Context: an optimization exercise on an open-source flow, tuned for small area, a short achievable clock period and few clock cycles. The choices shown serve that exercise and are no tape-out recipe. In this exercise RTL edits were held to simulation tests only and were not proved equivalent to the original. Power figures rest on the tool's default switching activity, not on a simulated workload.

## exp/yarrow
Design n_queens_backtrack_search, start of the top module:
module n_queens_backtrack_search
#(
  parameter int MAX_QUEENS = DEF_MAX_QUEENS
) (
  input  logic                   clk,
  input  logic                   rst_n,
  input  logic                   cfg_valid,
  output logic                   cfg_ready,
  input  logic [CFG_IDX_W-1:0]   cfg_index,
  input  logic [CFG_DATA_W-1:0]  cfg_data,
  input  logic                   in_tvalid,
  output logic                   in_tready,
  input  logic [IN_TDATA_W-1:0]  in_tdata,    
  output logic                   out_tvalid,
  input  logic                   out_tready,
  output logic [OUT_TDATA_W-1:0] out_tdata,
  output logic                   out_tlast
);
Size in the first run: about 2300 cells after synthesis, about 66 I/O pins.
clock: 10.0 ns
lec_check: 0
abc_area: 1
cap_margin: 20
core_margin: 2
core_utilization: 60
setup_slack_margin: 5
slew_margin: 20
run.sh (not shown) runs the stock make flow with config.mk's settings and CLKGATE_MAP_FILE= SYNTH_SCRIPT=/design/flow/synth_recipe.tcl, a recipe that flattens the netlist after the stock synthesis.
exp/yarrow reached the final stage; the timing, design-rule and antenna checks on its layout passed.
Testbench counts of exp/yarrow, summed over its fixed seeds: cycles 172,077.
#### Input delta (exp/sierra over exp/yarrow)
Settings: CORE_UTILIZATION changed from 60 to 40.
### Flow results
Looking at the reports, exp/sierra completed the entire flow and the layout it produced met the timing, design-rule and antenna checks.
Changes observed in exp/sierra relative to exp/yarrow: total power +1.9%; final worst setup slack +0.17 ns.
exp/yarrow -> exp/sierra: clock-buffer cell count increased by a few percent
DRC violation total after the first TritonRoute iteration (exp/sierra over exp/yarrow): decrease, about 24%
Wire: exp/sierra routes more than exp/yarrow
Here is what was changed in the inputs of exp/cedar compared with exp/sierra.
==> flow/flow/run.sh (new file) <==
#!/bin/bash
set -euo pipefail
bash standard.sh SETUP_SLACK_MARGIN=5.5 finish > standard.log 2>&1
==> flow/standard.sh (new file) <==
#!/bin/bash
# synth_recipe.tcl (not shown) runs the flow's synth.tcl, then flattens the netlist and writes it again
# the make line also repeats each setting of config.mk as NAME=value (left out here)
make -C /OpenROAD-flow-scripts/flow DESIGN_CONFIG=/design/flow/config.mk WORK_HOME=/design/flow/orfs CLKGATE_MAP_FILE= SYNTH_SCRIPT=/design/flow/synth_recipe.tcl "${@:-finish}"
removed: flow/run.sh
## What came out
- In exp/cedar, the detailed-routing iteration count for the pre-antenna-repair pass came out 1 below the value in exp/sierra.
- Summary of exp/cedar over exp/sierra: final cell count +24, fmax lost about 1.2%, area overhead of the layout relative to synthesis rose 3.1 points.
Relative to exp/cedar, the following input files were edited for exp/willow:
Settings: setting TNS_END_PERCENT to 0 for the first time.
==> flow/run.sh (new file) <==
#!/bin/bash
# synth_recipe.tcl (not shown) runs the flow's synth.tcl, then flattens the netlist and writes it again
# the make line also repeats each setting of config.mk as NAME=value (left out here)
make -C /OpenROAD-flow-scripts/flow DESIGN_CONFIG=/design/flow/config.mk WORK_HOME=/design/flow/orfs CLKGATE_MAP_FILE= SYNTH_SCRIPT=/design/flow/synth_recipe.tcl finish
removed: flow/flow/run.sh
removed: flow/standard.sh
Results
[exp/willow] final cell count fell 37 relative to exp/cedar
Worst setup path startpoint = depth_r[0]: exp/cedar; worst setup path startpoint = depth_r[1]: exp/willow
Total power sits lower in exp/willow than in exp/cedar.
Cell at the slowest stage of the critical path = sky130_fd_sc_hd__fa_2: exp/cedar; cell at the slowest stage of the critical path = sky130_fd_sc_hd__edfxtp_1: exp/willow
Compared with exp/cedar, exp/willow improves clock period minus final worst setup slack.
The lower combinational gate power came out of exp/willow.
Final cell area: exp/willow below exp/cedar
exp/willow has total power density per cell area above what exp/cedar had.
From exp/cedar to exp/willow the numbers moved as follows: share of the final layout cell area in sequential cells rose by 1.3 points; setup slack rose by 0.020 ns.
exp/cedar -> exp/willow: clock skew flat
The lower wire length of exp/cedar and exp/willow is in exp/willow.

run 1:
n_queens_backtrack_search, a different RTL version from the one above (not shown whole).
Size in the first run: roughly 250 flip-flops, roughly 16,000 sq um of cells after synthesis.
clock: 10.0 ns
lec_check: 0
abc_area: 1
cap_margin: 20
core_margin: 2
core_utilization: 40
cts_cluster_diameter: 100
cts_cluster_size: 30
place_density: 0.75
setup_slack_margin: 5
slew_margin: 20
tns_end_percent: 0
Stock flow here: none of the scripts above is used.
Testbench counts of run 1, summed over its fixed seeds: cycles 172,077.
Relative to run 1, the following input files were edited for run 2:
diff --git a/flow/config.mk b/flow/config.mk
--- a/flow/config.mk
+++ b/flow/config.mk
@@ -14 +13,0 @@
-export PLACE_DENSITY = 0.75
### Flow results
Delta (run 2 minus run 1): post-placement cell area saw little to no change, peak clock frequency supported by timing shrank by 1.2%.
Relative to run 1, end-of-flow core utilization has increased by 0.45 points in run 2.
Relative to run 1, the final cell count measured on run 2 has increased slightly.
Going from run 1 to run 2, number of vias per cell after detailed routing shrank slightly.
Run 2 — area of all placed cells without fillers 0.97% higher, run 1 as reference
Input-level comparison between run 3 and run 2:
diff --git a/flow/config.mk b/flow/config.mk
--- a/flow/config.mk
+++ b/flow/config.mk
@@ -12,2 +11,0 @@
-export CTS_CLUSTER_DIAMETER = 100
-export CTS_CLUSTER_SIZE = 30
@@ -16 +13,0 @@
-export TNS_END_PERCENT = 0
==> comparison <==
The flow did not stop early for run 2: all stages ran, and the layout cleared the timing, design-rule and antenna checks.
Run 3: flow completed, timing, DRC and antenna clean
Run 3 against run 2: clock latency of the later-clocked register in the worst-skew pair saw an increase, clock skew lost 0.014 ns, highest clock frequency the design can meet shows no meaningful change, buffers plus inverters on the worst setup path moved down.
Between run 2 and run 3, the flow reports routed wire length increasing by a few percent.
On setup slack, run 2 and run 3 are basically level.
Finished layout cell area went up by a few percent going from run 2 to run 3.
Compared run 3 against run 2; share of the clock period used by the worst path after layout within noise.
Input-level comparison between run 4 and run 3:
diff --git a/flow/config.mk b/flow/config.mk
--- a/flow/config.mk
+++ b/flow/config.mk
@@ -11,0 +12,4 @@
+export CTS_CLUSTER_DIAMETER = 100
+export CTS_CLUSTER_SIZE = 24
+export GPL_ROUTABILITY_DRIVEN = 0
+export PLACE_DENSITY = 0.75
@@ -13,0 +18 @@
+export TNS_END_PERCENT = 0
- When run 4 is set beside run 3, its register-to-register slack turns out to be 0.04 ns smaller.
- Final standard cell utilization of the core, run 4 and run 3, lower one = run 4.
- In run 4, fraction of power consumed by the clock network is lower than in run 3.
- Run 4 vs run 3 — combinational group share of total power rose 2.5 points.
- Post-placement setup slack for run 4 is higher than for run 3.
- Between run 4 and run 3, it is run 4 whose net load switching power is lower, by 0.00018 W.
- Against run 3, run 4 comes in 0.0029 GHz higher on maximum achievable frequency.
- Summary of run 4 over run 3: routed via count divided by cell count climbed 0.26; smallest setup slack after layout now sits higher.
- In the flow results for run 4 and run 3, the portion of the layout cell area used by non-clock buffers is smaller on run 4.
- Relative to run 3, the global-route wire length before repair of run 4 is lower by 8100 um.
diff inputs: run 4 => run 5
==> flow/flow/run.sh (new file) <==
#!/bin/bash
set -euo pipefail
bash standard.sh SETUP_SLACK_MARGIN=5.5 finish > standard.log 2>&1
==> flow/standard.sh (new file) <==
#!/bin/bash
# synth_recipe.tcl (not shown) runs the flow's synth.tcl, then flattens the netlist and writes it again
# the make line also repeats each setting of config.mk as NAME=value (left out here)
make -C /OpenROAD-flow-scripts/flow DESIGN_CONFIG=/design/flow/config.mk WORK_HOME=/design/flow/orfs CLKGATE_MAP_FILE= SYNTH_SCRIPT=/design/flow/synth_recipe.tcl "${@:-finish}"
diff --git a/flow/config.mk b/flow/config.mk
--- a/flow/config.mk
+++ b/flow/config.mk
@@ -12,4 +11,0 @@
-export CTS_CLUSTER_DIAMETER = 100
-export CTS_CLUSTER_SIZE = 24
-export GPL_ROUTABILITY_DRIVEN = 0
-export PLACE_DENSITY = 0.75
@@ -18 +13,0 @@
-export TNS_END_PERCENT = 0
removed: flow/run.sh
Results
In summary, run 5 completed successfully, with a layout that passed the timing, design-rule and antenna checks. Compared with run 4, in run 5 full die area now sits at about the same level; final setup slack of the worst path went down by 0.060 ns. Of run 5 and run 4, the run reporting the lower aggregate routed wire length was run 4. Run 5 ends up with a portion of the layout cell area used by clock cells that is 2.0 points higher than in run 4. In run 5 relative to run 4, layout net count had gone up by a few percent. On final worst clock skew: between run 5 and run 4, it ends up lower for run 5. Compared to run 4, run 5 has worst IR drop on VDD 0.027 mV higher. Global routing met2 resource utilization for run 5: 5.9 points up relative to run 4. Run 5 ends up with higher routed wirelength normalized by instance count than run 4 does. Between run 4 and run 5, the total congestion overflow does not differ in any meaningful way. For number of multi-input combinational cells, run 4 and run 5 come out practically identical.

v14:
n_queens_backtrack_search again, from the RTL that the note above started with.
Settings: LEC_CHECK=0, ABC_AREA=1, CAP_MARGIN=20, CORE_MARGIN=2, CORE_UTILIZATION=40, SETUP_SLACK_MARGIN=5, SLEW_MARGIN=20, TNS_END_PERCENT=0; clock period 10.0 ns.
Stock flow here: none of the scripts above is used.
Testbench counts of v14, summed over its fixed seeds: cycles 172,077.
Here is what was changed in the inputs of v47 compared with v14.
- setting CTS_BUF_LIST to sky130_fd_sc_hd__clkbuf_8 for the first time
### Flow results
v47: number of cells upsized or downsized after cts 4 below v14
Count of clock-buffer cells in the layout, v47 vs v14: up by more than half
v47 leaves less setup margin than v14.
The final reports for v47 and v14 show total length of routed met2 wires higher in the former.
Data arrival time of the critical path came out higher on v47 than on v14.
The following lists how v18 was set up differently from v47:
- CTS_CLUSTER_SIZE newly set to 24
- CORE_UTILIZATION changed from 40 to 50
- PLACE_DENSITY newly set to 0.75
- CTS_CLUSTER_DIAMETER newly set to 100
- CTS_BUF_LIST removed (was sky130_fd_sc_hd__clkbuf_8)
Notes after the runs:
Comparing v18 and v47, the higher power per cell area is on v47. v18 — setup slack 0.036 ns higher, v47 as reference. v18 against v47; post-place instance area is down slightly. Compared with v47, in v18 total non-filler cell area in the finished layout shrank by 490 um^2, source-to-sink clock delay at the later pin of the worst-skew pair shrank by 0.09 ns. Diff v47 -> v18: sequential share of layout area climbed 0.89 points; global-route wire length before repair dropped about 4.6%; total wire length after detailed routing dropped 2.4%; overall via count from detail_route climbed 53; layout overhead on the synthesized area dropped 3.0 points. Compared with v47, v18 shows time the final worst path needs with I/O delays and setup lower by 0.036 ns.
Modified inputs, v27 compared to v18
- CORE_UTILIZATION: 50 -> 40
Results
Comparing v18 and v27, the lower critical path arrival was measured on v27.
Critical path capture point: out_tdata[6] -> v18, out_tdata[7] -> v27
v27 finished all stages; the layout is clean.
Compared v18 against v27; fraction of power consumed by the clock network within noise.
On v27: largest net degree at the start of global routing is 49 higher than what v18 gave.
Relative to v18, the horizontal die dimension measured on v27 has increased by more than 10%.
Compared with v18, v27 shows a lower post-layout minimum cycle time.
The inputs of v5 differ from those of v27 as listed below.
- PLACE_DENSITY no longer set, was 0.75
- CTS_CLUSTER_DIAMETER now 60, was 100
- CTS_CLUSTER_SIZE now 30, was 24
Relative to v27, the clock tree cell share of total cell area of v5 is higher by 2.8 points.
| worst setup slack | v5 vs v27 | worse |
Run comparison: v27 endpoint of the most critical setup path out_tdata[7]; v5 endpoint of the most critical setup path out_tdata[6]
Total number of multi-input combinational cells: v27 vs v5 — no meaningful difference
Re detailed-routing iteration count for the pre-antenna-repair pass: v5 is 2 down on v27.
Fraction of area in registers for v5: 1.2 points down relative to v27
v5 vs v27: final instance area up by a few percent
Having completed the whole flow, v5 delivered a layout that passed the timing, design-rule and antenna checks.
The lower worst hold slack of v5 and v27 is in v5.
On v5: power is 0.51 mW higher than what v27 gave.

-- static timing again, ports no longer ideal --
In the flow no input, the clock included, has a driving cell. The finished layouts below were timed again as built, in two steps.
Step 1 sets driving cells, clkbuf_16 on the clock port and buf_2 on the other inputs (assumed; they add their load-dependent delay and slew).
Step 2 times the ports against the registers' clock, not the clock port: input delays grow and output delays shrink by t, the midpoint of the rising clock arrivals with the driver on.
Three values: ideal ports, drivers, drivers and shift; two values: the first two.
run	t, ns	setup WS [ns]	worst setup path after step 2	slew at the worst register clock pin (ns)	worst data-port slew with drivers (ns)
exp/yarrow	0.624	4.771 / 4.717 / 5.089	register to register	0.07 / 0.07	0.05
exp/sierra	0.600	4.946 / 4.890 / 5.145	register to register	0.06 / 0.06	0.04
exp/cedar	0.638	4.886 / 4.834 / 5.275	register to register	0.07 / 0.07	0.04
exp/willow	0.595	4.906 / 4.854 / 5.102	register to register	0.06 / 0.06	0.04
run 1	0.566	4.841 / 4.785 / 5.080	register to register	0.12 / 0.12	0.04
run 2	0.549	4.776 / 4.721 / 4.944	register to register	0.12 / 0.12	0.05
run 3	0.619	4.777 / 4.722 / 4.999	register to register	0.07 / 0.07	0.05
run 4	0.550	4.854 / 4.805 / 4.963	register to register	0.11 / 0.11	0.05
run 5	0.603	4.793 / 4.740 / 5.085	register to register	0.07 / 0.07	0.05
v14	0.622	4.723 / 4.662 / 4.902	register to register	0.06 / 0.06	0.05
v47	0.649	4.692 / 4.636 / 4.799	register to register	0.07 / 0.07	0.05
v18	0.561	4.728 / 4.672 / 5.013	register to register	0.11 / 0.11	0.05
v27	0.556	4.865 / 4.810 / 5.076	register to register	0.10 / 0.10	0.05
v5	0.614	4.679 / 4.628 / 4.835	register to register	0.09 / 0.09	0.05
After both steps every run listed still meets setup and hold.
